What follows belongs to an exercise in optimizing a design on an open flow for small area, a short achievable clock period and few clock cycles per item; a production flow would make more cautious choices.
At most, simulation tests tie the RTL to the original design; equivalence was not proved.
Function not checked in run 1: the RTL went through the layout flow alone.

==> design.v <==
module deconvolution #(
  parameter int M = 6,
  parameter int N = 8
) (
  input  logic                 clk,
  input  logic                 rst,
  input  logic                 b_we,
  input  logic [$clog2(N)-1:0] b_addr,
  input  logic signed [15:0]   b_wdata,
  input  logic                 start,
  input  logic                 y_valid,
  output logic                 y_ready,
  input  logic signed [31:0]   y_data,
  output logic                 a_valid,
  input  logic                 a_ready,
  output logic signed [15:0]   a_data,
  output logic                 busy,
  output logic                 done,
  output logic                 div_err,
  output logic                 sat,
  output logic                 rem_err
);
  localparam int AW = 35;           
  logic signed [15:0] r_b [0:7];
  logic signed [15:0] r_a [0:5];
  logic               r_busy, r_done, r_div_err, r_sat, r_rem_err;
  logic               r_dz;         
  logic [3:0]         f_n;          
  logic [2:0]         f_k;          
  logic [2:0]         f_j;          
  logic signed [15:0] a_op, b_op;
  logic signed [31:0] y_reg;
  logic               x_valid, x_first, x_last, x_head, x_n12;
  logic signed [AW-1:0] acc;
  logic               c_chk, c_n12, r_tail_done;
  logic [15:0]        dvs;          
  logic [16:0]        dvs3;         
  logic [2:0]         d_cyc;        
  logic [17:0]        d_p;
  logic [15:0]        d_ql;
  logic               d_ovf, d_neg;
  logic [2:0]         n_a;          
  logic [2:0]         n_out;        
  logic [AW-1:0]        w_pp [0:7];
  logic [AW-1:0]        w_k;
  logic signed [AW-1:0] w_base, w_sum;
  logic [AW-2:0]        w_mag;
  always_comb begin
    logic [16:0] ae;
    ae  = {a_op, 1'b0};
    w_k = '0;
    for (int i = 0; i < 8; i++) begin
      logic [2:0]  g;
      logic [17:0] m, s;
      logic        one, two, neg;
      g   = ae[2*i +: 3];
      one = g[0] ^ g[1];
      two = (g[2] & ~g[1] & ~g[0]) | (~g[2] & g[1] & g[0]);
      neg = ~g[2];
      m   = ({18{one}} & {{2{b_op[15]}}, b_op}) | ({18{two}} & {b_op[15], b_op, 1'b0});
      s   = m ^ {18{neg}};
      w_pp[i] = AW'({~s[17], s[16:0]}) << (2*i);
      w_k     = w_k + (AW'(neg) << (2*i)) - (AW'(1) << (17 + 2*i));
    end
  end
  assign w_base = x_first ? AW'(y_reg) : acc;
  assign w_sum  = w_base + w_pp[0] + w_pp[1] + w_pp[2] + w_pp[3] + w_pp[4] + w_pp[5] +
                  w_pp[6] + w_pp[7] + w_k;
  assign w_mag  = w_sum[AW-1] ? 34'(-w_sum) : w_sum[AW-2:0];
  function automatic logic [30:0] dstep(input logic [30:0] pq, input logic [15:0] dv,
                                        input logic [16:0] dv3);
    logic [16:0] v;
    logic [17:0] t1, t2, t3;
    logic [14:0] p;
    logic [1:0]  q;
    v  = {pq[30:16], pq[15:14]};
    t1 = {1'b0, v} - {2'b0, dv};
    t2 = {1'b0, v} - {1'b0, dv, 1'b0};
    t3 = {1'b0, v} - {1'b0, dv3};
    if (!t3[17])      begin q = 2'd3; p = t3[14:0]; end
    else if (!t2[17]) begin q = 2'd2; p = t2[14:0]; end
    else if (!t1[17]) begin q = 2'd1; p = t1[14:0]; end
    else              begin q = 2'd0; p = v[14:0];  end
    dstep = {p, pq[13:0], q};
  endfunction
  logic        w_ovf, w_dfin, w_qbig, w_asat, w_lo0;
  logic [30:0] w_pq;
  logic [11:0] w_qhi, w_qhi_n;
  logic [3:0]  w_qlo, w_qlo_n;
  logic signed [15:0] w_aval;
  assign w_ovf  = (d_p >= {2'd0, dvs});
  assign w_pq   = dstep(dstep({d_p[14:0], d_ql}, dvs, dvs3), dvs, dvs3);
  assign w_dfin = (d_cyc == 3'd4);
  assign w_qhi   = d_ql[11:0];
  assign w_qhi_n = -w_qhi;
  assign w_qlo   = w_pq[3:0];
  assign w_qlo_n = -w_qlo;
  assign w_lo0   = (w_qlo == 4'd0);
  assign w_qbig  = w_qhi[11] && (!d_neg || w_qhi[10:0] != 11'd0 || !w_lo0);
  assign w_asat  = d_ovf || w_qbig;
  assign w_aval  = w_asat ? (d_neg ? 16'sh8000 : 16'sh7fff) :
                   d_neg  ? {(w_lo0 ? w_qhi_n : ~w_qhi), w_qlo_n} : {w_qhi, w_qlo};
  logic [2:0]  w_kmax_n1, w_kmin;
  logic [3:0]  w_n1;
  logic        w_f_first, w_f_last, w_f_ok, w_f_go, w_byp;
  always_comb begin
    w_kmin    = (f_n < 4'd6) ? ((f_n == 4'd0) ? 3'd0 : 3'd1) : 3'(f_n - 4'd5);
    w_f_first = (f_n < 4'd7) ? (f_k == 3'(f_n)) : (f_k == 3'd7);
    w_f_last  = (f_k == w_kmin);
    w_byp     = w_dfin && (f_j == n_a);
    w_f_ok    = (f_n == 4'd0) || (f_j < n_a) || w_byp;
    w_f_go    = r_busy && (f_n != 4'd13) && w_f_ok && (!w_f_first || y_valid);
    w_n1      = f_n + 4'd1;
    w_kmax_n1 = (w_n1 < 4'd7) ? w_n1[2:0] : 3'd7;
  end
  assign y_ready = r_busy && (f_n != 4'd13) && w_f_first && w_f_ok;
  logic w_a_hs, w_fin;
  assign a_valid = r_busy && (n_out < n_a);
  assign a_data  = a_valid ? r_a[n_out] : 16'sd0;
  assign w_a_hs  = a_valid && a_ready;
  assign w_fin   = r_busy && (r_dz || ((c_n12 || r_tail_done) &&
                              (n_out == 3'd6 || (n_out == 3'd5 && w_a_hs))));
  assign busy    = r_busy;
  assign done    = r_done;
  assign div_err = r_div_err;
  assign sat     = r_sat;
  assign rem_err = r_rem_err;
  logic signed [15:0] w_b0;
  logic [15:0]        w_b0m;
  assign w_b0  = (b_we && b_addr == 3'd0) ? b_wdata : r_b[0];
  assign w_b0m = w_b0[15] ? 16'(-w_b0) : 16'(w_b0);
  always_ff @(posedge clk or negedge rst) begin
    if (!rst) begin
      for (int i = 0; i < 8; i++) r_b[i] <= '0;
      r_busy      <= 1'b0;
      r_done      <= 1'b0;
      r_div_err   <= 1'b0;
      r_sat       <= 1'b0;
      r_rem_err   <= 1'b0;
      r_dz        <= 1'b0;
      f_n         <= 4'd13;
      f_k         <= '0;
      f_j         <= '0;
      x_valid     <= 1'b0;
      x_first     <= 1'b0;
      x_last      <= 1'b0;
      x_head      <= 1'b0;
      x_n12       <= 1'b0;
      c_chk       <= 1'b0;
      c_n12       <= 1'b0;
      r_tail_done <= 1'b0;
      d_cyc       <= '0;
      n_a         <= '0;
      n_out       <= '0;
    end else begin
      r_done <= 1'b0;
      if (!r_busy) begin
        if (b_we) r_b[b_addr] <= b_wdata;
        if (start) begin
          r_busy      <= 1'b1;
          r_dz        <= (w_b0 == 16'sd0);
          r_div_err   <= (w_b0 == 16'sd0);
          r_sat       <= 1'b0;
          r_rem_err   <= 1'b0;
          f_n         <= (w_b0 == 16'sd0) ? 4'd13 : 4'd0;
          f_k         <= '0;
          f_j         <= '0;
          r_tail_done <= 1'b0;
          n_a         <= '0;
          n_out       <= '0;
        end
        x_valid <= 1'b0;
        c_chk   <= 1'b0;
        c_n12   <= 1'b0;
        d_cyc   <= '0;
      end else begin
        x_valid <= w_f_go;
        if (w_f_go) begin
          x_first <= w_f_first;
          x_last  <= w_f_last;
          x_head  <= (f_n < 4'd6);
          x_n12   <= (f_n == 4'd12);
          if (w_f_last) begin
            f_n <= w_n1;
            f_k <= w_kmax_n1;
            f_j <= (w_n1 < 4'd7) ? 3'd0 : 3'(w_n1 - 4'd7);
          end else begin
            f_k <= f_k - 3'd1;
            f_j <= f_j + 3'd1;
          end
        end
        c_chk <= x_valid && x_last && !x_head;
        c_n12 <= x_valid && x_last && x_n12;
        if (c_chk && acc != '0) r_rem_err <= 1'b1;
        if (c_n12) r_tail_done <= 1'b1;
        if (x_valid && x_last && x_head) d_cyc <= 3'd1;
        else if (w_dfin)                  d_cyc <= 3'd0;
        else if (d_cyc != 3'd0)           d_cyc <= d_cyc + 3'd1;
        if (w_dfin) begin
          n_a <= n_a + 3'd1;
          if (w_asat) r_sat <= 1'b1;
        end
        if (w_a_hs) n_out <= n_out + 3'd1;
        if (w_fin) begin
          r_busy <= 1'b0;
          r_done <= 1'b1;
          f_n    <= 4'd13;
        end
      end
    end
  end
  always_ff @(posedge clk) begin
    if (!r_busy && start) begin
      dvs  <= w_b0m;
      dvs3 <= {1'b0, w_b0m} + {w_b0m, 1'b0};
    end
    if (w_f_go) begin
      a_op <= (f_n == 4'd0) ? 16'sd0 : (w_byp ? w_aval : r_a[f_j]);
      b_op <= r_b[f_k];
      if (w_f_first) y_reg <= y_data;
    end
    if (x_valid) acc <= w_sum;
    if (x_valid && x_last && x_head) begin
      d_p   <= w_mag[33:16];
      d_ql  <= w_mag[15:0];
      d_neg <= w_sum[AW-1] ^ r_b[0][15];
    end else if (d_cyc != 3'd0) begin
      if (d_cyc == 3'd1) d_ovf <= w_ovf;
      d_p  <= {3'd0, w_pq[30:16]};
      d_ql <= w_pq[15:0];
    end
    if (w_dfin) r_a[n_a] <= w_aval;
  end
endmodule
==> run.sh <==
#!/bin/bash
# synth_recipe.tcl (not shown) runs the flow's synth.tcl, then flattens the netlist and writes it again
# the make line also repeats each setting of config.mk as NAME=value (left out here)
make -C /OpenROAD-flow-scripts/flow DESIGN_CONFIG=/design/flow/config.mk WORK_HOME=/design/flow/orfs CLKGATE_MAP_FILE= SYNTH_SCRIPT=/design/flow/synth_recipe.tcl finish
==> config.mk <==
export PLATFORM = sky130hd
export DESIGN_NAME = deconvolution
export DESIGN_NICKNAME = deconvolution
export VERILOG_FILES = /design/flow/design.v
export SDC_FILE = /design/flow/constraint.sdc
export NUM_CORES = 4
export LEC_CHECK = 0
export CAP_MARGIN = 20
export CORE_MARGIN = 2
export CORE_UTILIZATION = 40
export SLEW_MARGIN = 20
==> constraint.sdc <==
create_clock -name core_clock -period 12.0 [get_ports {clk}]
set_input_delay 2.4000 -clock core_clock [delete_from_list [all_inputs] [get_ports {clk}]]
set_output_delay 2.4000 -clock core_clock [all_outputs]
set_load 0.01 [all_outputs]
==> flow_summary.toml, run 1 <==
[routing]
top_layer = "met5"
dr_wl_met2_um = 51610
met3_length_um = 6835
wl_um = 110900
drt-met1-wl_um = 49410
ant_nets = 0
routedWlPerCell_um = 21.31
via_count = 30514
viasPerCell = 5.864
drc = 0
drt_iter0_markers = 2701
firstDrtPassIters = 7

[synth]
synth-compound-area-share_pct = 18.94
synth_top_area_share_pct = 21.17
ys_seq_area_share_pct = 31.92
synth.area.top_cells = "edfxtp_1 21%, dfrtp_1 11%, ha_1 9.2%, fa_1 6.8%, mux2_2 5.6%"
syn_area_um2 = 37300
yosys.area_share.simple_pct = 13.03
synth_edf_count = 263
async_flop_share_pct = 37.83
yosysWarnings = 3
synth_top_family_by_area = "compound AO/OA/AOI/OAI gates"
synth_commonest_cells = "313 x nand2_1, 290 x nor2_1, 273 x ha_1, 263 x edfxtp_1, 262 x a21oi_1"
synth_ff_type = "edfxtp_1"
synth_largest_area_cell = "edfxtp_1"
synth_area_per_cell_um2 = 9.354
synth_seq_cells = 423
synthesis.instances = 3988
yosys.cell_types.count = 95
muxShareOfSynthArea_pct = 9.509
synthAdderAreaFrac_pct = 17.56
syn_nets = 4445
yosysMostFrequentCell = "nand2_1"
synthXorXnorAreaFrac_pct = 3.498

[timing]
period_share_pct = 77.44
tns_ns = 0
fmax_mhz = 107.6
skew_ns = 0.03842
min_period_ns = 9.292
setup-violations-final = 0
tightest_slew_ns = 1.064
rsz0062_at_grt = "false"
hold_violations = 0
slew_headroom_pct = 28.49
slew_viol_final = 0

[critical_path]
slowest_stage = "nor2_2"
slowest_delay_ns = 0.77
path_class = "flop to flop"
path_buf_inv = 5
cpMostUsedCell = "fa_1"
crit_path_max_fanout = 51
start_kind = "flop"
cp.required_ns = 12.39
worstSetupEndpointType = "flop"
path_delay_family = "adder cells"
cp.arrival_ns = 9.68

[floorplanning]
num_io_pins = 80
design.core.area_um2 = 92910
start_util_pct = 40.15
die_area_um2 = 95710
die_y_um = 309.4
placement_rows = 112
die_x_um = 309.4

[clock_network]
cts-root-buf = "clkbuf_16"
cts_repair_resize_count = 0
clk_latency_ns = 0.63
cts_hold_buf = 0
htree_num_levels = 2
ctsLongestPathBuffers = 3
numCtsBuffers = 50
cts_num_sinks = 423
cts_tree = "yes"
cts.clk_slew.worst_paths_ns = 0.07
cts_setup_buffers = 0

[layout]
largest_register = "r_b"
drive_gt1_share_pct = 10.58
reg_top3 = "r_b x128, r_a x96, acc x35"
syn_to_final_growth_pct = 9.744
regArea_um2 = 11910
largest_register_ffs = 128
n_antenna_cell = 0
final_nets = 4367
fin_area_um2 = 40940
multi_input_area_um2 = 23360
fillCellCount = 8952

[placed_design]
place_congestion = 0.9297
port_buffers = 79
postPlaceCellArea_um2 = 39180
post-dp-hpwl_um = 80980

[global_route]
grt_pass1_vias = 29265
grt_pass1_wl_um = 173300
grt_overflow = 0
grt_max_degree = 102
antenna_found_initial = 3
gr-usage-all-layers_pct = 23.11

[flow_run]
drv_cap = 0

[outcome]
outcome = "timing/DRC/antenna clean"

[worst_hold_path]
hold_class = "flop to flop"
metal layers:
metal	global-route usage (%)	vias to the layer above
li1	-	14472
met1	32.41	14866
met2	37.70	1016
met3	2.726	156
met4	6.311	4
met5	0	-
layout by cell type (no fill, tap or decap), types with 43 or more instances in the layout:
| cell type | Yosys | layout |
|---|---|---|
| nor3_1 | 82 | 81 |
| fa_1 | 127 | 127 |
| nand3_1 | 84 | 84 |
| o22ai_1 | 60 | 60 |
| o211ai_1 | 43 | 43 |
| inv_1 | 258 | 258 |
| a221oi_1 | 44 | 44 |
| nor2_1 | 290 | 288 |
| mux2_2 | 187 | 187 |
| a22oi_1 | 45 | 45 |
| ha_1 | 273 | 273 |
| xor2_1 | 59 | 59 |
| a21oi_1 | 262 | 262 |
| a21o_1 | 50 | 50 |
| nand2_1 | 313 | 313 |
| buf_4 | 1 | 73 |
| xnor2_1 | 90 | 90 |
| nor2b_1 | 44 | 44 |
| dfrtp_1 | 157 | 152 |
| clkbuf_16 | 0 | 53 |
| clkdlybuf4s50_1 | 0 | 78 |
| a211oi_1 | 73 | 73 |
| edfxtp_1 | 263 | 263 |
| maj3_1 | 59 | 59 |
| mux2i_1 | 72 | 72 |
| o21ai_0 | 256 | 256 |
cells by family after synthesis:
kind of cell / count (synthesis)
compound gates: 1091
mux: 291
fa+ha+maj: 459
buf+inv: 546
simple gates: 1029
xor+xnor: 149
flops: 423
path summary, 6_finish.rpt:
| kind | start | endpoint | slack [ns] | depth (start not counted) |
|---|---|---|---|---|
| max | a_op[3] | d_p[8] | 2.71 | 25 |
| min | x_n12 | x_n12 | 0.48 | 2 |
| max reg2reg | a_op[3] | d_p[8] | 2.71 | 25 |
| min reg2reg | x_n12 | x_n12 | 0.48 | 2 |
| max in group asynchronous | rst | r_b[0][14] | 8.78 | 2 |
| min in group asynchronous | rst | r_b[7][5] | 1.91 | 1 |
final cells by class:
cell class / instances / share of cell area (%)
flip-flops and latches: 423 / 29.10
multi-input cells: 3019 / 57.08
clock buffers: 63 / 3.405
repair buffers: 154 / 3.359
clock inverters: 29 / 0.8283
inverters: 262 / 2.402
well taps: 1254 / 3.833
worst reg2reg max path, cell delays in order (launching register included):
cell and delay [ns]:
edfxtp_1 0.32, buf_4 0.45, inv_1 0.61, nor2_2 0.77, a21oi_1 0.15, o22ai_1 0.16
a21oi_1 0.08, fa_1 0.57, inv_1 0.06, fa_1 0.47, fa_1 0.54, fa_1 0.52
ha_1 0.31, ha_1 0.22, or3_1 0.42, o21bai_1 0.24, o211ai_1 0.32, nand4_1 0.21
o211a_1 0.29, o2111ai_1 0.27, a21oi_1 0.19, or3_1 0.40, buf_4 0.26, inv_1 0.60
a211oi_1 0.17, nor3_1 0.45
through the flow:
step	std cells	setup slack (ns)	utilization, %	hold WS (ns)
6_report	5204	2.708	44.06	0.4802
5_1_grt	5204	2.143	44.06	0.4879
4_1_cts	5202	2.469	44.03	0.4782
3_5_place_dp	5110	2.556	42.17	0.4696
3_3_place_gp	5110	2.547	42.17	0.4617
2_1_floorplan	3988	4.592	-	0.4246
==> run 2: changes to the inputs <==
--- a/design.v
+++ b/design.v
@@ -22,5 +22,7 @@
 );
   localparam int AW = 35;           
-  logic signed [15:0] r_b [0:7];
+  logic signed [15:0] r_b [0:7];    
+  logic [7:0]         r_bv;         
+  logic               r_b0s;        
   logic signed [15:0] r_a [0:5];
   logic               r_busy, r_done, r_div_err, r_sat, r_rem_err;
@@ -128,9 +130,9 @@
   logic signed [15:0] w_b0;
   logic [15:0]        w_b0m;
-  assign w_b0  = (b_we && b_addr == 3'd0) ? b_wdata : r_b[0];
+  assign w_b0  = (b_we && b_addr == 3'd0) ? b_wdata : (r_bv[0] ? r_b[0] : 16'sd0);
   assign w_b0m = w_b0[15] ? 16'(-w_b0) : 16'(w_b0);
   always_ff @(posedge clk or negedge rst) begin
     if (!rst) begin
-      for (int i = 0; i < 8; i++) r_b[i] <= '0;
+      r_bv        <= '0;
       r_busy      <= 1'b0;
       r_done      <= 1'b0;
@@ -156,5 +158,5 @@
       r_done <= 1'b0;
       if (!r_busy) begin
-        if (b_we) r_b[b_addr] <= b_wdata;
+        if (b_we) r_bv[b_addr] <= 1'b1;
         if (start) begin
           r_busy      <= 1'b1;
@@ -211,18 +213,18 @@
   end
   always_ff @(posedge clk) begin
+    if (!r_busy && b_we) r_b[b_addr] <= b_wdata;
     if (!r_busy && start) begin
+      r_b0s <= w_b0[15];
       dvs  <= w_b0m;
       dvs3 <= {1'b0, w_b0m} + {w_b0m, 1'b0};
     end
-    if (w_f_go) begin
-      a_op <= (f_n == 4'd0) ? 16'sd0 : (w_byp ? w_aval : r_a[f_j]);
-      b_op <= r_b[f_k];
-      if (w_f_first) y_reg <= y_data;
-    end
+    a_op  <= (f_n == 4'd0) ? 16'sd0 : (w_byp ? w_aval : r_a[f_j]);
+    b_op  <= r_bv[f_k] ? r_b[f_k] : 16'sd0;
+    y_reg <= y_data;
     if (x_valid) acc <= w_sum;
     if (x_valid && x_last && x_head) begin
       d_p   <= w_mag[33:16];
       d_ql  <= w_mag[15:0];
-      d_neg <= w_sum[AW-1] ^ r_b[0][15];
+      d_neg <= w_sum[AW-1] ^ r_b0s;
     end else if (d_cyc != 3'd0) begin
       if (d_cyc == 3'd1) d_ovf <= w_ovf;
--- a/config.mk
+++ b/config.mk
@@ -8,4 +8,5 @@
 export CAP_MARGIN = 20
 export CORE_MARGIN = 2
-export CORE_UTILIZATION = 40
+export CORE_UTILIZATION = 70
+export SETUP_SLACK_MARGIN = 5
 export SLEW_MARGIN = 20
==> run 2 against run 1 <==
  * Cell count down 17%
  * Flip-flop and latch count up 9
  * Worst hold slack worse by 0.017 ns
  * Design area down 1.6%
  * Clock-buffer cell count unchanged
  * Highest routed layer unchanged
==> flow_summary.toml, run 2 <==
[layout]
fillCellCount = 2776
fin_area_um2 = 40290
largest_register = "r_b"
largest_register_ffs = 128
layout_common_cells = "328 x edfxtp_1, 311 x nand2_1, 253 x ha_1, 237 x inv_1, 233 x a21oi_1"
drive_gt1_share_pct = 16.63
fin_util_pct = 82.31
reg_top3 = "r_b x128, r_a x96, acc x35"
syn_to_final_growth_pct = 16.03
final_nets = 4082
final_common_cell = "edfxtp_1"
final_cells = 4326

[timing]
tightest_slew_ns = 1.131
skew_ns = 0.03497
period_share_pct = 58.28
setup-violations-final = 0
tns_ns = 0
slew_viol_final = 0
setup_ws_ns = 5.007
whs_ns = 0.4635
min_period_ns = 6.993
fmax_mhz = 143.0
slew_headroom_pct = 23.80
rsz0062_at_grt = "true"
hold_violations = 0

[floorplanning]
design.core.area_um2 = 48950
num_io_pins = 80
die_y_um = 226.7
die_x_um = 226.7
placement_rows = 81
die_area_um2 = 51400
start_util_pct = 70.94

[placed_design]
place_inst = 4136
port_buffers = 79
preCtsSetupSlack_ns = 3.556
post-dp-hpwl_um = 76390
postPlaceCellArea_um2 = 36050
place_congestion = 1.054

[critical_path]
reg2reg_to = "r_a[5][12]"
worstSetupEndpointType = "flop"
path_class = "flop to flop"
critPathLaunch = "d_p[8]"
slowest_delay_ns = 0.56
cp.required_ns = 12.33
cp.arrival_ns = 7.33
start_kind = "flop"
slowest_stage = "edfxtp_1"
rr_worst_depth = 26
crit_path_max_fanout = 16
ff2ff_setup_slack_ns = 5.01
endpoint = "r_a[5][12]"
r2r_start = "d_p[8]"

[synth]
ys_seq_area_share_pct = 34.95
async_flop_share_pct = 9.259
syn_nets = 4011
synth_commonest_cells = "328 x edfxtp_1, 320 x nand2_1, 273 x ha_1, 255 x a21oi_1, 242 x inv_1"
synth_seq_cells = 432
yosysWarnings = 2
synth_largest_area_cell = "edfxtp_1"
syn_area_um2 = 34720
synth_edf_count = 328
synth_top_area_share_pct = 28.36
yosys.cell_types.count = 87
yosysMostFrequentCell = "edfxtp_1"
synthesis.instances = 3554
synth_ff_type = "edfxtp_1"
synth.area.top_cells = "edfxtp_1 28%, ha_1 9.8%, fa_1 7.3%, mux4_2 4.3%, dfxtp_1 3.7%"
synth_area_per_cell_um2 = 9.771

[routing]
wl_um = 116800
via_count = 31296
met3_length_um = 14520
dr_wl_met2_um = 53030
routedWlPerCell_um = 27.00
drt-met1-wl_um = 40070
firstDrtPassIters = 9
drt_iter0_markers = 4627
viasPerCell = 7.234
ant_nets = 0
top_layer = "met5"
drc = 0

[clock_network]
cts-root-buf = "clkbuf_16"
cts.clk_slew.worst_paths_ns = 0.06
htree_num_levels = 2
clk_latency_ns = 0.63
ctsLongestPathBuffers = 3
cts_num_sinks = 432
numCtsBuffers = 45
cts_hold_buf = 0
cts_tree = "yes"

[global_route]
grt_max_degree = 41
antenna_found_initial = 2
grt_pass1_vias = 29551
gr-usage-all-layers_pct = 43.09
grt_pass1_wl_um = 168800
grt_overflow = 0

[outcome]
outcome = "timing/DRC/antenna clean"

[worst_hold_path]
hold_class = "flop to flop"

[flow_run]
drv_cap = 0
run 2: cell count changes after synthesis, sizes merged, moves of 34 or more:
cell / change
maj3: -34
mux2: -169
nor2: -50
o21ai: -46
mux4: +34
dfrtp: -120
dfxtp: +64
clkbuf: -61
o22ai: -34
edfxtp: +65
run 2: worst max-delay path, delay by kind of cell, from the launching register on:
kind	cells	cell delay, ns
compound gates	9	2.26
simple gates	10	2.09
fa+ha+maj	3	0.97
buf+inv	4	0.78
flops	1	0.56
run 2: worst min-delay path by stage:
| stage | startpoint | endpoint | slack (ns) | depth (start not counted) |
|---|---|---|---|---|
| after floorplan | x_head | c_chk | 0.42 | 1 |
| after global routing | r_bv[4] | r_bv[4] | 0.48 | 1 |
| after global placement | r_bv[2] | r_bv[2] | 0.43 | 1 |
| after detailed placement | r_bv[6] | r_bv[6] | 0.44 | 1 |
| final | x_head | c_chk | 0.46 | 1 |
| after CTS | x_head | c_chk | 0.47 | 1 |
run 2: kinds of logic (layout without fill, tap and decap cells):
group | Yosys count | in the layout | synth area share, %
AO/OA/AOI/OAI | 968 | 968 | 18.18
AND/OR/NAND/NOR | 926 | 929 | 12.41
buffers and inverters | 466 | 570 | 5.052
flip-flops | 432 | 432 | 34.95
adder cells (fa/ha/maj) | 425 | 425 | 17.88
XOR/XNOR | 174 | 174 | 4.389
multiplexers | 163 | 163 | 7.142
other | 0 | 1 | 0
run 2: layout make-up:
cell class	count	area, µm²	area share, %
clock buffers	63	1274	3.161
repair inverters	1	7.507	0.01863
inverters	245	935.9	2.323
clock inverters	20	236.5	0.5869
multi-input cells	2659	22300	55.35
repair buffers	241	2505	6.217
diodes	1	2.502	0.006211
flip-flops and latches	432	12200	30.28
well taps	664	830.8	2.062
run 2: layer usage:
metal	up-vias	global-route usage, %
met2	2497	68.73
met5	-	0
met1	14912	54.54
li1	13213	-
met4	2	26.15
met3	672	8.449
run 2: repair_timing:
item	CTS	global route
resized for setup	192	226
endpoints found under the setup margin	162	154
pin swaps	21	52
buffers inserted	40	50
cloned	8	8
Testbench counts of run 2, summed over its fixed seeds: cycles 10,984, frames 192.
==> run 3: changes to the inputs <==
--- a/config.mk
+++ b/config.mk
@@ -6,4 +6,5 @@
 export NUM_CORES = 4
 export LEC_CHECK = 0
+export ABC_AREA = 1
 export CAP_MARGIN = 20
 export CORE_MARGIN = 2
==> run 3 against run 2 <==
  * Core utilization is 3.9 points lower
  * Worst hold slack improved by 0.010 ns
  * Clock-buffer cell count unchanged
  * Still clean
==> flow_summary.toml, run 3 <==
[synth]
synth_top_area_share_pct = 28.33
synth_commonest_cells = "951 x nand2_1, 548 x inv_1, 399 x nor2_1, 328 x edfxtp_1, 287 x o21ai_0"
synth_largest_area_cell = "edfxtp_1"
yosys.cell_types.count = 63
yosysMostFrequentCell = "nand2_1"
synthAdderAreaFrac_pct = 17.14
muxShareOfSynthArea_pct = 0.4606
synthesis.instances = 4301
synth_seq_cells = 432
synth-compound-area-share_pct = 13.06
synth.area.top_cells = "edfxtp_1 28%, nand2_1 10%, ha_1 9.8%, fa_1 7.3%, xor2_1 5.9%"
synthXorXnorAreaFrac_pct = 6.973
syn_area_um2 = 34770
ys_seq_area_share_pct = 34.90
yosys.area_share.simple_pct = 19.64
synth_top_family_by_area = "simple AND/OR/NAND/NOR gates"
yosysWarnings = 2
async_flop_share_pct = 9.259
synth_edf_count = 328
synth_area_per_cell_um2 = 8.085
syn_nets = 4758
synth_ff_type = "edfxtp_1"

[routing]
viasPerCell = 6.171
via_count = 31286
met3_length_um = 12340
dr_wl_met2_um = 45000
top_layer = "met4"
drt_iter0_markers = 4012
routedWlPerCell_um = 20.49
firstDrtPassIters = 8
drc = 0
wl_um = 103900
drt-met1-wl_um = 40640
ant_nets = 0

[placed_design]
port_buffers = 79
place_congestion = 0.9876
post-dp-hpwl_um = 74940
preCtsSetupSlack_ns = 4.153
postPlaceCellArea_um2 = 36060

[floorplanning]
design.core.area_um2 = 48950
placement_rows = 81
start_util_pct = 71.03
die_x_um = 226.9
die_y_um = 226.9
num_io_pins = 80
die_area_um2 = 51470

[global_route]
grt_pass1_wl_um = 158300
gr-usage-all-layers_pct = 40.19
grt_pass1_vias = 29114
antenna_found_initial = 0
grt_max_degree = 88
grt_overflow = 0

[critical_path]
path_class = "flop to flop"
cpMostUsedCell = "nand2_1"
start_kind = "flop"
slowest_delay_ns = 0.53
crit_path_max_fanout = 19
slowest_stage = "edfxtp_1"
path_delay_family = "compound AO/OA/AOI/OAI gates"
worstSetupEndpointType = "flop"
cp.required_ns = 12.26
cp.arrival_ns = 6.98
path_buf_inv = 3

[timing]
slew_headroom_pct = 34.33
tightest_slew_ns = 0.9850
tns_ns = 0
fmax_mhz = 148.7
skew_ns = 0.03708
whs_ns = 0.4738
rsz0062_at_grt = "true"
setup-violations-final = 0
hold_violations = 0
period_share_pct = 56.04
min_period_ns = 6.725
setup_ws_ns = 5.275
slew_viol_final = 0

[layout]
final_common_cell = "nand2_1"
reg_top3 = "r_b x128, r_a x96, acc x35"
final_nets = 4825
drive_gt1_share_pct = 6.196
largest_register_ffs = 128
layout_common_cells = "942 x nand2_1, 540 x inv_1, 390 x nor2_1, 328 x edfxtp_1, 286 x o21ai_0"
largest_register = "r_b"
n_antenna_cell = 0
syn_to_final_growth_pct = 10.37
fin_area_um2 = 38380

[clock_network]
numCtsBuffers = 46
cts_num_sinks = 432
cts_hold_buf = 0
cts-root-buf = "clkbuf_16"
ctsLongestPathBuffers = 3
htree_num_levels = 2
cts.clk_slew.worst_paths_ns = 0.06
cts_tree = "yes"
clk_latency_ns = 0.61

[flow_run]
drv_cap = 0

[outcome]
outcome = "timing/DRC/antenna clean"

[worst_hold_path]
hold_class = "flop to flop"
## run 3: cell count changes in the layout (fill, tap and decap cells not counted), sizes merged, moves of 70 or more
cell   previous run  this run
nand2           322       969
inv             246       559
xor2             64       236
nor2            242       403
o22ai            26       142
o21ai           216       313
nand3            63       153
xnor2           110        40
## run 3: logic make-up (layout without fill, tap and decap cells)
| kind of cell | count (synthesis) | count (layout) |
|---|---|---|
| simple gates | 1663 | 1663 |
| compound gates | 799 | 801 |
| buf+inv | 715 | 818 |
| flops | 432 | 432 |
| fa+ha+maj | 400 | 400 |
| xor+xnor | 276 | 276 |
| mux | 16 | 16 |
## run 3: through the flow
stage	instances	utilization, %
after floorplan	4301	-
after global placement	4929	73.66
after detailed placement	4929	73.66
after CTS	5017	77.16
after global routing	5070	78.40
final	5070	78.40
## run 3: cell type report
class | count | area, µm²
inverter | 567 | 2180
sequential | 432 | 12170
clock buffer | 63 | 1318
timing repair buffer | 165 | 1444
fill | 3458 | 10570
multi-input combinational | 3156 | 20180
clock inverter | 23 | 264.0
tap | 664 | 830.8
## run 3: per-layer routing
| layer | GRT usage [%] | vias to the layer above |
|---|---|---|
| met1 | 54.60 | 14456 |
| met5 | 0 | - |
| li1 | - | 14512 |
| met2 | 60.73 | 1935 |
| met3 | 8.540 | 383 |
| met4 | 21.12 | 0 |
## run 3: final timing paths
kind | depth (start not counted) | to | startpoint | slack [ns]
min | 1 | c_chk | x_head | 0.47
max reg2reg | 33 | r_a[0][2] | dvs3[0] | 5.28
min in group asynchronous | 1 | r_bv[5] | rst | 1.92
max in group asynchronous | 1 | x_first | rst | 9.45
max | 33 | r_a[0][2] | dvs3[0] | 5.28
min reg2reg | 1 | c_chk | x_head | 0.47
## run 3: what timing repair did
action                     in CTS  in global routing
buffers inserted                2                 51
cloned                          0                  2
pin swaps                       0                  8
gates resized for setup        30                 59
setup endpoints to repair     148                148
==> run 4: changes to the inputs <==
--- a/config.mk
+++ b/config.mk
@@ -6,8 +6,7 @@
 export NUM_CORES = 4
 export LEC_CHECK = 0
-export ABC_AREA = 1
 export CAP_MARGIN = 20
 export CORE_MARGIN = 2
-export CORE_UTILIZATION = 70
-export SETUP_SLACK_MARGIN = 5
+export CORE_UTILIZATION = 60
+export SETUP_SLACK_MARGIN = 4.5
 export SLEW_MARGIN = 20
==> run 4 against run 3 <==
  * Still clean
  * Clock skew is 0.0077 ns lower
  * Synthesized area is 0.14% lower
  * Critical path type unchanged
  * Flip-flop and latch count stayed put
  * Wire length is 0.51% higher
==> flow_summary.toml, run 4 <==
[flow_run]
drv_cap = 0

[clock_network]
ctsLongestPathBuffers = 3
cts_num_sinks = 432
cts_tree = "yes"
clk_latency_ns = 0.63
htree_num_levels = 2
cts_hold_buf = 0
numCtsBuffers = 47
cts.clk_slew.worst_paths_ns = 0.06
cts-root-buf = "clkbuf_16"

[floorplanning]
die_x_um = 244.6
die_area_um2 = 59810
start_util_pct = 60.42
die_y_um = 244.6
num_io_pins = 80
placement_rows = 88
design.core.area_um2 = 57480

[global_route]
grt_pass1_vias = 27806
grt_max_degree = 68
gr-usage-all-layers_pct = 34.87
antenna_found_initial = 4
grt_pass1_wl_um = 161900
grt_overflow = 0

[outcome]
outcome = "timing/DRC/antenna clean"

[synth]
synth_seq_cells = 432
synth_edf_count = 328
synthesis.instances = 3554
syn_area_um2 = 34720
async_flop_share_pct = 9.259
syn_nets = 4011
ys_seq_area_share_pct = 34.95
synth_commonest_cells = "328 x edfxtp_1, 320 x nand2_1, 273 x ha_1, 255 x a21oi_1, 242 x inv_1"
yosysMostFrequentCell = "edfxtp_1"
synth_area_per_cell_um2 = 9.771
synth_top_area_share_pct = 28.36
synth_largest_area_cell = "edfxtp_1"
yosys.cell_types.count = 87
synth_ff_type = "edfxtp_1"
yosysWarnings = 2
synth.area.top_cells = "edfxtp_1 28%, ha_1 9.8%, fa_1 7.3%, mux4_2 4.3%, dfxtp_1 3.7%"

[layout]
layout_common_cells = "328 x edfxtp_1, 312 x nand2_1, 269 x ha_1, 251 x a21oi_1, 238 x inv_1"
largest_register = "r_b"
largest_register_ffs = 128
syn_to_final_growth_pct = 11.70
final_common_cell = "edfxtp_1"
final_nets = 4010
multi_input_area_um2 = 21430
reg_top3 = "r_b x128, r_a x96, acc x35"
drive_gt1_share_pct = 11.61
fillCellCount = 4515
regArea_um2 = 12160

[routing]
routedWlPerCell_um = 23.95
drt_iter0_markers = 2823
drc = 0
ant_nets = 0
wl_um = 104400
viasPerCell = 6.536
via_count = 28504
firstDrtPassIters = 12

[worst_hold_path]
hold_class = "flop to flop"
hp-start = "r_bv[2]"

[timing]
tns_ns = 0
hold_violations = 0
min_period_ns = 7.335
fmax_mhz = 136.3
slew_viol_final = 0
tightest_slew_ns = 1.147
slew_headroom_pct = 23.53
setup-violations-final = 0
skew_ns = 0.02941
rsz0062_at_grt = "true"
setup_ws_ns = 4.665
period_share_pct = 61.12

[placed_design]
post-dp-hpwl_um = 76100
preCtsSetupSlack_ns = 3.362
place_congestion = 0.9497
port_buffers = 79

[critical_path]
worstSetupEndpointType = "flop"
endpoint = "a_op[10]"
path_delay_family = "compound AO/OA/AOI/OAI gates"
r2r_start = "dvs[10]"
critPathLaunch = "dvs[10]"
slowest_stage = "a221o_2"
ff2ff_setup_slack_ns = 4.67
cp.required_ns = 12.46
path_buf_inv = 4
cp.arrival_ns = 7.80
slowest_delay_ns = 0.46
start_kind = "flop"
crit_path_max_fanout = 11
reg2reg_to = "a_op[10]"
rr_worst_depth = 27
path_class = "flop to flop"
path_depth = 27
-- run 4: changes by cell type in the layout (fill, tap and decap cells not counted), moves of 38 or more --
cell / change
inv_1: -302
nor2_1: -154
a21o_1: +51
o21ai_0: -81
o22ai_1: -117
xor2_1: -172
a22oi_1: +58
nand3_1: -89
mux4_2: +66
mux2i_1: +63
nand2_1: -630
xnor2_1: +68
a211oi_1: +38
-- run 4: final cells by class --
| cell class | count | area share [%] |
|---|---|---|
| flip-flops and latches | 432 | 31.35 |
| well taps | 765 | 2.468 |
| repair buffers | 170 | 4.035 |
| multi-input cells | 2657 | 55.26 |
| inverters | 245 | 2.406 |
| diodes | 4 | 0.02581 |
| clock buffers | 61 | 3.426 |
| clock inverters | 27 | 1.032 |
-- run 4: per-stage QoR --
stage | instance area (µm²) | hold WS, ns | util [%] | instances
after floorplan | 34720 | 0.4195 | - | 3554
after CTS | 38240 | 0.4561 | 66.54 | 4341
after global placement | 36200 | 0.4348 | 62.98 | 4241
after global routing | 38780 | 0.4752 | 67.48 | 4360
final | 38790 | 0.4542 | 67.49 | 4361
after detailed placement | 36200 | 0.4427 | 62.98 | 4241
-- run 4: logic make-up after synthesis --
logic type	Yosys count	share of synthesized area [%]
AO/OA/AOI/OAI	968	18.18
AND/OR/NAND/NOR	926	12.41
buffers and inverters	466	5.052
flip-flops	432	34.95
adder cells (fa/ha/maj)	425	17.88
XOR/XNOR	174	4.389
multiplexers	163	7.142
-- run 4: worst register-to-register path, stage by stage (launching register included) --
cell	delay, ns
edfxtp_1	0.35
inv_1	0.30
ha_1	0.37
o21ai_0	0.26
a21oi_1	0.18
o31ai_1	0.16
nand3_2	0.37
nor2_1	0.33
buf_4	0.25
nor2_1	0.07
o311a_1	0.34
nor2_2	0.20
ha_1	0.31
a211oi_2	0.30
nand3_1	0.17
a31oi_2	0.31
o21ai_0	0.23
a41o_2	0.45
nor2_1	0.14
buf_4	0.22
ha_1	0.21
inv_1	0.11
nor3_2	0.23
nand4b_1	0.21
or2_2	0.36
nor2b_1	0.14
a221o_2	0.46
o2bb2ai_1	0.16
-- run 4: how the worst min path moves through the flow --
stage | endpoint | cells after the start
after detailed placement | r_bv[2] | 1
after global routing | r_bv[5] | 1
final | r_bv[2] | 1
after floorplan | c_chk | 1
after CTS | r_bv[2] | 1
after global placement | r_bv[2] | 1
-- run 4: what timing repair did --
action | 4_1_cts | 5_1_grt
resized for setup | 70 | 95
pin swaps | 3 | 10
gates cloned | 0 | 1
setup endpoints to repair | 150 | 136
buffers inserted | 12 | 15
-- run 4: routing by layer --
| metal | global-route usage (%) | routed length (µm) | up-vias |
|---|---|---|---|
| met1 | 47.93 | 42530 | 13821 |
| li1 | - | - | 13062 |
| met2 | 55.98 | 49030 | 1372 |
| met5 | 0 | 0 | - |
| met4 | 14.42 | 4772 | 0 |
| met3 | 4.609 | 8101 | 249 |
==> run 5: changes to the inputs <==
--- a/design.v
+++ b/design.v
@@ -31,5 +31,6 @@
   logic [2:0]         f_k;          
   logic [2:0]         f_j;          
-  logic signed [15:0] a_op, b_op;
+  logic signed [15:0] b_op;
+  logic [7:0]         bo_one, bo_two, bo_neg;    
   logic signed [31:0] y_reg;
   logic               x_valid, x_first, x_last, x_head, x_n12;
@@ -49,19 +50,11 @@
   logic [AW-2:0]        w_mag;
   always_comb begin
-    logic [16:0] ae;
-    ae  = {a_op, 1'b0};
     w_k = '0;
     for (int i = 0; i < 8; i++) begin
-      logic [2:0]  g;
       logic [17:0] m, s;
-      logic        one, two, neg;
-      g   = ae[2*i +: 3];
-      one = g[0] ^ g[1];
-      two = (g[2] & ~g[1] & ~g[0]) | (~g[2] & g[1] & g[0]);
-      neg = ~g[2];
-      m   = ({18{one}} & {{2{b_op[15]}}, b_op}) | ({18{two}} & {b_op[15], b_op, 1'b0});
-      s   = m ^ {18{neg}};
+      m = ({18{bo_one[i]}} & {{2{b_op[15]}}, b_op}) | ({18{bo_two[i]}} & {b_op[15], b_op, 1'b0});
+      s = m ^ {18{bo_neg[i]}};
       w_pp[i] = AW'({~s[17], s[16:0]}) << (2*i);
-      w_k     = w_k + (AW'(neg) << (2*i)) - (AW'(1) << (17 + 2*i));
+      w_k     = w_k + (AW'(bo_neg[i]) << (2*i)) - (AW'(1) << (17 + 2*i));
     end
   end
@@ -116,4 +109,6 @@
     w_kmax_n1 = (w_n1 < 4'd7) ? w_n1[2:0] : 3'd7;
   end
+  logic [16:0] w_ae;
+  assign w_ae = {((f_n == 4'd0) ? 16'sd0 : (w_byp ? w_aval : r_a[f_j])), 1'b0};
   assign y_ready = r_busy && (f_n != 4'd13) && w_f_first && w_f_ok;
   logic w_a_hs, w_fin;
@@ -214,10 +209,14 @@
   always_ff @(posedge clk) begin
     if (!r_busy && b_we) r_b[b_addr] <= b_wdata;
+    if (r_busy && f_n == 4'd0) dvs3 <= {1'b0, dvs} + {dvs, 1'b0};
     if (!r_busy && start) begin
       r_b0s <= w_b0[15];
       dvs  <= w_b0m;
-      dvs3 <= {1'b0, w_b0m} + {w_b0m, 1'b0};
-    end
-    a_op  <= (f_n == 4'd0) ? 16'sd0 : (w_byp ? w_aval : r_a[f_j]);
+    end
+    for (int i = 0; i < 8; i++) begin
+      bo_one[i] <= w_ae[2*i] ^ w_ae[2*i+1];
+      bo_two[i] <= (w_ae[2*i+2] & ~w_ae[2*i+1] & ~w_ae[2*i]) | (~w_ae[2*i+2] & w_ae[2*i+1] & w_ae[2*i]);
+      bo_neg[i] <= ~w_ae[2*i+2];
+    end
     b_op  <= r_bv[f_k] ? r_b[f_k] : 16'sd0;
     y_reg <= y_data;
--- a/config.mk
+++ b/config.mk
@@ -6,7 +6,8 @@
 export NUM_CORES = 4
 export LEC_CHECK = 0
+export ABC_AREA = 1
 export CAP_MARGIN = 20
 export CORE_MARGIN = 2
-export CORE_UTILIZATION = 60
-export SETUP_SLACK_MARGIN = 4.5
+export CORE_UTILIZATION = 70
+export SETUP_SLACK_MARGIN = 5
 export SLEW_MARGIN = 20
==> run 5 against run 4 <==
  * Core utilization grew 11 points
  * Flip-flop and latch count grew 9
  * Worst hold slack improved by 0.0075 ns
  * Design area down 0.94%
  * Synthesized cell count grew 18%
  * Largest cell class unchanged
==> flow_summary.toml, run 5 <==
[floorplanning]
die_y_um = 227.0
num_io_pins = 80
placement_rows = 81
die_area_um2 = 51520
start_util_pct = 70.96
design.core.area_um2 = 49050
die_x_um = 227.0

[synth]
syn_area_um2 = 34810
synth_seq_cells = 441
syn_nets = 4658
synth_top_area_share_pct = 28.38
yosys.cell_types.count = 67
synth_commonest_cells = "810 x nand2_1, 564 x inv_1, 329 x edfxtp_1, 320 x a21oi_1, 295 x o21ai_0"
synth_ff_type = "edfxtp_1"
yosysWarnings = 2
synth_largest_area_cell = "edfxtp_1"
async_flop_share_pct = 9.070
synthesis.instances = 4199
synth_area_per_cell_um2 = 8.289
synth_edf_count = 329
synth.area.top_cells = "edfxtp_1 28%, ha_1 9.9%, nand2_1 8.7%, fa_1 7.3%, xor2_1 6.2%"
yosysMostFrequentCell = "nand2_1"
ys_seq_area_share_pct = 35.41

[outcome]
outcome = "timing/DRC/antenna clean"

[routing]
via_count = 31033
routedWlPerCell_um = 20.88
viasPerCell = 6.230
drt_iter0_markers = 4451
ant_nets = 0
drc = 0
wl_um = 104000
firstDrtPassIters = 8

[layout]
final_nets = 4735
largest_register_ffs = 128
final_common_cell = "nand2_1"
drive_gt1_share_pct = 7.113
final_cells = 4981
largest_register = "r_b"
syn_to_final_growth_pct = 10.40
reg_top3 = "r_b x128, r_a x96, acc x35"
layout_common_cells = "809 x nand2_1, 545 x inv_1, 329 x edfxtp_1, 318 x a21oi_1, 292 x o21ai_0"

[worst_hold_path]
hp-start = "r_bv[4]"
hold_class = "flop to flop"

[critical_path]
cp.required_ns = 12.46
cpMostUsedCell = "nand2_1"
slowest_stage = "fa_1"
path_class = "flop to flop"
cp.arrival_ns = 7.26
r2r_start = "b_op[5]"
crit_path_max_fanout = 9
slowest_delay_ns = 0.58
start_kind = "flop"
critPathLaunch = "b_op[5]"
worstSetupEndpointType = "flop"

[global_route]
grt_overflow = 0
gr-usage-all-layers_pct = 39.39
grt_pass1_vias = 28408
antenna_found_initial = 0
grt_max_degree = 89
grt_pass1_wl_um = 156000

[timing]
min_period_ns = 6.800
setup_ws_ns = 5.200
setup-violations-final = 0
slew_viol_final = 0
skew_ns = 0.06078
tns_ns = 0
hold_violations = 0
period_share_pct = 56.67
fmax_mhz = 147.1
slew_headroom_pct = 26.74
rsz0062_at_grt = "false"
whs_ns = 0.4617
tightest_slew_ns = 1.098

[placed_design]
place_inst = 4823
preCtsSetupSlack_ns = 4.733
place_congestion = 1.046
port_buffers = 79
post-dp-hpwl_um = 74540

[clock_network]
cts-root-buf = "clkbuf_16"
clk_latency_ns = 0.62
numCtsBuffers = 48
cts.clk_slew.worst_paths_ns = 0.07
cts_num_sinks = 441
htree_num_levels = 2
cts_tree = "yes"
ctsLongestPathBuffers = 3
cts_hold_buf = 0

[flow_run]
drv_cap = 0
-- run 5: cells by family after synthesis --
| family | after synthesis | share of synthesized area [%] |
|---|---|---|
| AND/OR/NAND/NOR | 1417 | 17.20 |
| AO/OA/AOI/OAI | 911 | 14.67 |
| buffers and inverters | 739 | 8.117 |
| flip-flops | 441 | 35.41 |
| adder cells (fa/ha/maj) | 402 | 17.19 |
| XOR/XNOR | 286 | 7.326 |
| multiplexers | 3 | 0.08628 |
-- run 5: area by class of cell --
type                       instances  area [µm²]
timing repair buffer             173        1533
multi-input combinational       3019       19730
sequential                       441       12340
tap                              664       830.8
fill                            3425       10630
timing repair inverter             1       5.005
antenna                            1       2.502
clock inverter                    16       163.9
inverter                         592        2312
clock buffer                      74        1503
-- run 5: path summary, 6_finish.rpt --
check | to | depth (start not counted) | slack (ns)
max reg2reg | d_p[10] | 29 | 5.20
min | r_bv[4] | 2 | 0.46
max | d_p[10] | 29 | 5.20
min reg2reg | r_bv[4] | 2 | 0.46
max in group asynchronous | r_bv[5] | 1 | 9.54
min in group asynchronous | r_sat | 1 | 1.92
-- run 5: routing by layer --
layer	vias to the layer above	share of wire, %	wire length (µm)	GRT usage, %
li1	14287	-	-	-
met3	355	12	12500	7.421
met4	0	4.5	4662	15.03
met2	2079	44	45780	60.63
met5	-	0	0	0
met1	14312	39	41040	55.73
-- run 5: critical path, delay by kind of cell, from the launching register on --
family / cells / cell delay [ns]
DFF: 1 / 0.41
xor gates and xnor gates: 3 / 0.79
adders and majority gates: 6 / 3.00
buffers and inverters: 6 / 0.76
AOI/OAI and AO/OA: 1 / 0.18
and+or+nand+nor: 13 / 1.50
-- run 5: stage by stage --
stage | area [µm²] | util [%]
after floorplan | 34810 | -
after global placement | 36040 | 73.48
after global routing | 38420 | 78.33
final | 38420 | 78.33
after CTS | 37730 | 76.91
after detailed placement | 36040 | 73.48
-- run 5: what timing repair did --
item                                    CTS  global route
endpoints found under the setup margin   82           153
cloned                                    0             1
buffers inserted                          0            66
gates resized for setup                   7            46
pin swaps                                 0             1
Testbench counts of run 5, summed over its fixed seeds: cycles 10,984, frames 192.
==> run 6: changes to the inputs <==
--- a/design.v
+++ b/design.v
@@ -173,6 +173,6 @@
       end else begin
         x_valid <= w_f_go;
+        x_first <= w_f_go && w_f_first;
         if (w_f_go) begin
-          x_first <= w_f_first;
           x_last  <= w_f_last;
           x_head  <= (f_n < 4'd6);
@@ -215,20 +215,21 @@
     end
     for (int i = 0; i < 8; i++) begin
-      bo_one[i] <= w_ae[2*i] ^ w_ae[2*i+1];
-      bo_two[i] <= (w_ae[2*i+2] & ~w_ae[2*i+1] & ~w_ae[2*i]) | (~w_ae[2*i+2] & w_ae[2*i+1] & w_ae[2*i]);
+      bo_one[i] <= w_f_go & (w_ae[2*i] ^ w_ae[2*i+1]);
+      bo_two[i] <= w_f_go & ((w_ae[2*i+2] & ~w_ae[2*i+1] & ~w_ae[2*i]) |
+                             (~w_ae[2*i+2] & w_ae[2*i+1] & w_ae[2*i]));
       bo_neg[i] <= ~w_ae[2*i+2];
     end
     b_op  <= r_bv[f_k] ? r_b[f_k] : 16'sd0;
     y_reg <= y_data;
-    if (x_valid) acc <= w_sum;
+    acc <= w_sum;
     if (x_valid && x_last && x_head) begin
       d_p   <= w_mag[33:16];
       d_ql  <= w_mag[15:0];
       d_neg <= w_sum[AW-1] ^ r_b0s;
-    end else if (d_cyc != 3'd0) begin
-      if (d_cyc == 3'd1) d_ovf <= w_ovf;
+    end else begin
       d_p  <= {3'd0, w_pq[30:16]};
       d_ql <= w_pq[15:0];
     end
+    if (d_cyc == 3'd1) d_ovf <= w_ovf;
     if (w_dfin) r_a[n_a] <= w_aval;
   end
==> run 6 against run 5 <==
  * Worst hold slack got worse by 0.0032 ns
  * Register-to-register slack improved by 0.04 ns
  * Synthesized cell count decreased by 1.1%
  * Sequential share of layout area decreased by 1.0 points
  * Clock skew decreased by 0.038 ns
  * Flip-flop and latch count unchanged
  * First-iteration DRC count decreased by 11%
  * Global-route usage increased by 0.27 points
  * Design area decreased by 2.5%
  * Die area decreased by 2.2%
  * Critical path type is now flop to primary output
==> flow_summary.toml, run 6 <==
[critical_path]
worstPathCellList = "ha_1, a21boi_0, nor3_1, inv_1, a311oi_1, clkdlybuf4s50_1"
path_buf_inv = 2
path_class = "flop to primary output"
cp.arrival_ns = 4.42
crit_path_max_fanout = 20
slowest_delay_ns = 0.89
worstSetupEndpointType = "primary output"
slowest_stage = "dfrtp_1"
cp.required_ns = 9.60
start_kind = "flop"
path_delay_family = "buffers and inverters"

[timing]
tns_ns = 0
hold_violations = 0
min_period_ns = 6.817
slew_viol_final = 0
setup-violations-final = 0
slew_headroom_pct = 32.70
fmax_mhz = 146.7
rsz0062_at_grt = "true"
tightest_slew_ns = 1.008
period_share_pct = 56.81
skew_ns = 0.02265

[routing]
viasPerCell = 6.254
routedWlPerCell_um = 21.03
ant_nets = 0
drc = 0
firstDrtPassIters = 6
via_count = 30459
wl_um = 102400
drt_iter0_markers = 3942

[floorplanning]
design.core.area_um2 = 47850
start_util_pct = 71.09
die_area_um2 = 50370
die_y_um = 224.4
die_x_um = 224.4
num_io_pins = 80
placement_rows = 80

[synth]
synth_commonest_cells = "768 x nand2_1, 544 x inv_1, 308 x a21oi_1, 302 x o21ai_0, 277 x nor2_1"
synth_top_area_share_pct = 22.95
async_flop_share_pct = 9.070
yosysWarnings = 2
syn_nets = 4610
ys_seq_area_share_pct = 34.21
yosys.cell_types.count = 74
yosysMostFrequentCell = "nand2_1"
synth_largest_area_cell = "edfxtp_1"
synthesis.instances = 4151
synth_ff_type = "edfxtp_1"
synth_area_per_cell_um2 = 8.194
synth_edf_count = 260
synth_seq_cells = 441
synth.area.top_cells = "edfxtp_1 23%, ha_1 10%, nand2_1 8.5%, dfxtp_1 8.3%, fa_1 7.5%"
syn_area_um2 = 34010

[layout]
reg_top3 = "r_b x128, r_a x96, acc x35"
final_nets = 4674
syn_to_final_growth_pct = 10.16
fillCellCount = 3451
drive_gt1_share_pct = 6.651
fin_util_pct = 78.32
largest_register_ffs = 128
n_antenna_cell = 0
layout_common_cells = "767 x nand2_1, 529 x inv_1, 306 x a21oi_1, 299 x o21ai_0, 275 x nor2_1"
fin_area_um2 = 37470
largest_register = "r_b"
final_common_cell = "nand2_1"

[clock_network]
clk_latency_ns = 0.61
cts_num_sinks = 441
ctsLongestPathBuffers = 3
cts.clk_slew.worst_paths_ns = 0.06
htree_num_levels = 2
cts_tree = "yes"
cts-root-buf = "clkbuf_16"
numCtsBuffers = 49

[global_route]
gr-usage-all-layers_pct = 39.66
grt_overflow = 0
grt_max_degree = 85
grt_pass1_wl_um = 155300
antenna_found_initial = 1
grt_pass1_vias = 28611

[flow_run]
drv_cap = 0

[placed_design]
port_buffers = 79
post-dp-hpwl_um = 73230
postPlaceCellArea_um2 = 35150
place_congestion = 1.059

[worst_hold_path]
hold_class = "flop to flop"

[outcome]
outcome = "timing/DRC/antenna clean"
run 6: worst paths after layout:
| kind | start | end | slack [ns] | depth (start not counted) |
|---|---|---|---|---|
| hold / removal | r_bv[1] | r_bv[1] | 0.46 | 2 |
| max in group asynchronous | rst | x_first | 9.39 | 1 |
| setup / recovery | n_out[2] | a_data[1] | 5.18 | 6 |
| setup reg to reg | b_op[4] | d_p[14] | 5.24 | 30 |
| hold reg to reg | r_bv[1] | r_bv[1] | 0.46 | 2 |
| min in group asynchronous | rst | f_n[1] | 1.92 | 1 |
run 6: per-stage QoR:
| step | instances | hold WS [ns] | setup WS [ns] |
|---|---|---|---|
| CTS | 4814 | 0.4592 | 5.023 |
| detailed placement | 4723 | 0.4459 | 4.656 |
| floorplan | 4151 | 0.4256 | 5.995 |
| finish | 4870 | 0.4585 | 5.183 |
| global placement | 4723 | 0.4401 | 4.748 |
| global route | 4870 | 0.4989 | 4.954 |
run 6: worst register-to-register path, delay by kind of cell (launching register included):
family          cells  cell delay (ns)
buf+inv             7             0.81
simple gates       14             1.71
flops               1             0.42
fa+ha+maj           6             2.94
compound gates      2             0.60
xor+xnor            1             0.20
run 6: cell families after synthesis:
logic type | count (synthesis) | share of synthesized area, %
buffers and inverters | 730 | 8.240
XOR/XNOR | 285 | 7.581
AO/OA/AOI/OAI | 935 | 15.50
multiplexers | 4 | 0.1177
flip-flops | 441 | 34.21
AND/OR/NAND/NOR | 1354 | 16.76
adder cells (fa/ha/maj) | 402 | 17.59
run 6: per-layer routing:
layer | vias to the layer above | GRT usage (%) | wire [µm]
met3 | 323 | 7.969 | 11790
li1 | 14056 | - | -
met4 | 0 | 15.87 | 4276
met1 | 14151 | 54.07 | 40940
met5 | - | 0 | 0
met2 | 1929 | 62.52 | 45410
run 6: timing repair:
item | 4_1_cts | 5_1_grt
cloned | 0 | 1
hold buffers | 0 | 0
pin swaps | 0 | 4
gates resized for setup | 6 | 42
buffers inserted | 0 | 55
setup endpoints to repair | 115 | 153
run 6: area by class of cell:
class	instances	area, µm²	area share (%)
Clock buffer	71	1423	3.797
Clock inverter	20	280.3	0.7480
Inverter	581	2251	6.007
Multi-Input combinational cell	2981	19690	52.54
Sequential cell	441	11650	31.08
Tap cell	615	769.5	2.054
Timing Repair Buffer	161	1414	3.773
Testbench counts of run 6, summed over its fixed seeds: cycles 10,984, frames 192.
==> run 7: changes to the inputs <==
--- a/design.v
+++ b/design.v
@@ -36,5 +36,5 @@
   logic               x_valid, x_first, x_last, x_head, x_n12;
   logic signed [AW-1:0] acc;
-  logic               c_chk, c_n12, r_tail_done;
+  logic               w_chk, w_n12, r_tail_done;
   logic [15:0]        dvs;          
   logic [16:0]        dvs3;         
@@ -116,5 +116,7 @@
   assign a_data  = a_valid ? r_a[n_out] : 16'sd0;
   assign w_a_hs  = a_valid && a_ready;
-  assign w_fin   = r_busy && (r_dz || ((c_n12 || r_tail_done) &&
+  assign w_chk   = x_valid && x_last && !x_head;
+  assign w_n12   = x_valid && x_last && x_n12;
+  assign w_fin   = r_busy && (r_dz || ((w_n12 || r_tail_done) &&
                               (n_out == 3'd6 || (n_out == 3'd5 && w_a_hs))));
   assign busy    = r_busy;
@@ -144,6 +146,4 @@
       x_head      <= 1'b0;
       x_n12       <= 1'b0;
-      c_chk       <= 1'b0;
-      c_n12       <= 1'b0;
       r_tail_done <= 1'b0;
       d_cyc       <= '0;
@@ -168,6 +168,4 @@
         end
         x_valid <= 1'b0;
-        c_chk   <= 1'b0;
-        c_n12   <= 1'b0;
         d_cyc   <= '0;
       end else begin
@@ -187,8 +185,6 @@
           end
         end
-        c_chk <= x_valid && x_last && !x_head;
-        c_n12 <= x_valid && x_last && x_n12;
-        if (c_chk && acc != '0) r_rem_err <= 1'b1;
-        if (c_n12) r_tail_done <= 1'b1;
+        if (w_chk && w_sum != '0) r_rem_err <= 1'b1;
+        if (w_n12) r_tail_done <= 1'b1;
         if (x_valid && x_last && x_head) d_cyc <= 3'd1;
         else if (w_dfin)                  d_cyc <= 3'd0;
==> run 7 against run 6 <==
  * First-iteration DRC count down 2.1%
  * Synthesized cell count about the same
  * Still clean
  * Core utilization up 0.33 points
  * Design area up 0.42%
  * Synthesized area up 0.12%
  * Largest cell class unchanged
  * Critical path depth up 3
  * Clock-buffer cell count down 7
==> flow_summary.toml, run 7 <==
[synth]
syn_area_um2 = 34050
syn_nets = 4609
yosysWarnings = 2
synth_edf_count = 260
synthesis.instances = 4150
async_flop_share_pct = 8.656
ys_seq_area_share_pct = 34.02
synth.area.top_cells = "edfxtp_1 23%, ha_1 10%, nand2_1 8.5%, dfxtp_1 8.3%, fa_1 7.5%"
yosysMostFrequentCell = "nand2_1"
synth_area_per_cell_um2 = 8.206
synth_seq_cells = 439
synth_commonest_cells = "770 x nand2_1, 571 x inv_1, 320 x o21ai_0, 306 x a21oi_1, 283 x nor2_1"
synth_ff_type = "edfxtp_1"
yosys.cell_types.count = 69
synth_top_area_share_pct = 22.93
synth_largest_area_cell = "edfxtp_1"

[placed_design]
place_congestion = 1.019
post-dp-hpwl_um = 71390
port_buffers = 79
place_inst = 4723
preCtsSetupSlack_ns = 4.455

[layout]
largest_register_ffs = 128
final_common_cell = "nand2_1"
largest_register = "r_b"
n_antenna_cell = 0
reg_top3 = "r_b x128, r_a x96, acc x35"
syn_to_final_growth_pct = 10.50
final_nets = 4692
layout_common_cells = "768 x nand2_1, 549 x inv_1, 315 x o21ai_0, 306 x a21oi_1, 283 x nor2_1"
final_cells = 4888
drive_gt1_share_pct = 7.348
fin_util_pct = 78.65

[global_route]
grt_max_degree = 83
antenna_found_initial = 0
grt_pass1_vias = 27932
grt_pass1_wl_um = 150500
gr-usage-all-layers_pct = 38.33
grt_overflow = 0

[floorplanning]
start_util_pct = 71.17
design.core.area_um2 = 47850
placement_rows = 80
die_area_um2 = 50430
die_x_um = 224.6
die_y_um = 224.6
num_io_pins = 80

[timing]
period_share_pct = 57.09
setup_ws_ns = 5.149
tightest_slew_ns = 1.138
slew_headroom_pct = 24.10
fmax_mhz = 146.0
setup-violations-final = 0
slew_viol_final = 0
tns_ns = 0
rsz0062_at_grt = "false"
min_period_ns = 6.851
skew_ns = 0.07977
hold_violations = 0

[critical_path]
critPathLaunch = "n_out[1]"
cp.arrival_ns = 4.45
path_buf_inv = 3
ff2ff_setup_slack_ns = 5.31
crit_path_max_fanout = 23
reg2reg_to = "d_p[9]"
worstPathCellList = "ha_1, o21ai_0, inv_1, o21ai_0, nand2_1, nor2_1, inv_1, a211oi_1, clkdlybuf4s50_1"
start_kind = "flop"
cp.required_ns = 9.60
rr_worst_depth = 28
path_delay_family = "buffers and inverters"
worstSetupEndpointType = "primary output"
r2r_start = "b_op[15]"
path_class = "flop to primary output"
slowest_stage = "dfrtp_1"
slowest_delay_ns = 1.09

[clock_network]
cts_tree = "yes"
clk_latency_ns = 0.64
cts_num_sinks = 439
numCtsBuffers = 48
cts_hold_buf = 0
cts.clk_slew.worst_paths_ns = 0.06
ctsLongestPathBuffers = 3
htree_num_levels = 2
cts-root-buf = "clkbuf_16"

[routing]
routedWlPerCell_um = 20.22
via_count = 29931
drt_iter0_markers = 3858
drc = 0
wl_um = 98820
viasPerCell = 6.123
firstDrtPassIters = 7
ant_nets = 0

[worst_hold_path]
worstHoldPathCells = 2
hp-start = "r_bv[4]"
hold_end = "r_bv[4]"
hold_class = "flop to flop"

[flow_run]
drv_cap = 0

[outcome]
outcome = "timing/DRC/antenna clean"
## run 7: what timing repair did
action | CTS | global route
cloned | 0 | 2
pin swaps | 0 | 0
resized for setup | 8 | 51
setup endpoints to repair | 89 | 152
buffers inserted | 0 | 73
## run 7: cell type report
cell class	count	area [µm²]
multi-input cells	2972	19670
flip-flops and latches	439	11600
fillers	3425	10220
inverters	591	2321
repair buffers	179	1565
clock buffers	64	1323
well taps	615	769.5
clock inverters	26	366.6
repair inverters	2	12.51
## run 7: routing by layer
metal  vias to the layer above  track usage, %  routed length, µm
met2                      1782           59.85              44120
li1                      14023               -                  -
met3                       313           7.851              10850
met5                         -               0                  0
met4                         0           15.81               4281
met1                     13813           52.47              39570
## run 7: kinds of logic (layout without fill, tap and decap cells)
logic type / after synthesis / after routing / share of synthesized area [%]
AND/OR/NAND/NOR: 1333 / 1333 / 16.50
AO/OA/AOI/OAI: 937 / 937 / 15.42
buffers and inverters: 739 / 862 / 8.362
flip-flops: 439 / 439 / 34.02
adder cells (fa/ha/maj): 402 / 402 / 17.57
XOR/XNOR: 292 / 292 / 7.896
multiplexers: 8 / 8 / 0.2352
## run 7: per-stage QoR
stage | cell area (µm²) | hold WS (ns)
finish | 37630 | 0.4613
global route | 37630 | 0.5064
CTS | 36890 | 0.4601
detailed placement | 35190 | 0.4471
global placement | 35190 | 0.4364
floorplan | 34050 | 0.4256
## run 7: worst max-delay path by stage
stage	to	cells past startpoint	slack [ns]
after global placement	d_ql[11]	24	4.52
after global routing	bo_two[4]	47	4.94
final	a_data[9]	9	5.15
after CTS	bo_two[6]	41	5.01
after floorplan	d_p[9]	30	5.98
after detailed placement	d_ql[11]	24	4.46
## run 7: worst register-to-register path, delay by kind of cell, from the launching register on
family | cells | cell delay [ns]
AOI/OAI and AO/OA | 4 | 0.59
xor gates and xnor gates | 3 | 0.86
adders and majority gates | 6 | 3.06
buffers and inverters | 5 | 0.56
DFF | 1 | 0.52
and+or+nand+nor | 10 | 1.04
Testbench counts of run 7, summed over its fixed seeds: cycles 10,792, frames 192.

## what the ideal ports hide
Ports are ideal in the flow. The routed layouts listed here were re-timed in OpenROAD. Step 1 sets driving cells, clkbuf_16 on the clock port and buf_2 on the other inputs (assumed; they add their load-dependent delay and slew). Step 2 times the ports against the registers' clock, not the clock port: input delays grow and output delays shrink by t, the midpoint of the rising clock arrivals with the driver on. Slacks: no drivers / after step 1 / after step 2; pairs: no drivers / after step 1.
| run | shift t [ns] | slack for setup (ns) | clock arrival spread, ns | worst data-port slew with drivers (ns) | pins driven straight from the clock port |
|---|---|---|---|---|---|
| run 1 | 0.682 | 2.708 / 2.708 / 2.708 | 0.039 / 0.039 | 0.11 | 1 |
| run 2 | 0.680 | 5.007 / 5.007 / 4.494 | 0.035 / 0.035 | 0.08 | 1 |
| run 3 | 0.649 | 5.275 / 5.275 / 4.783 | 0.041 / 0.041 | 0.05 | 1 |
| run 4 | 0.678 | 4.665 / 4.665 / 4.244 | 0.030 / 0.030 | 0.11 | 1 |
| run 5 | 0.651 | 5.200 / 5.200 / 5.200 | 0.062 / 0.062 | 0.06 | 1 |
| run 6 | 0.661 | 5.183 / 5.121 / 5.238 | 0.027 / 0.027 | 0.09 | 1 |
| run 7 | 0.661 | 5.149 / 5.088 / 5.313 | 0.080 / 0.080 | 0.08 | 1 |
After both steps setup and hold are still met in every run listed. The setup slack of run 2, which loses most, moves by 0.000 ns with the drivers and by -0.513 ns with both steps.
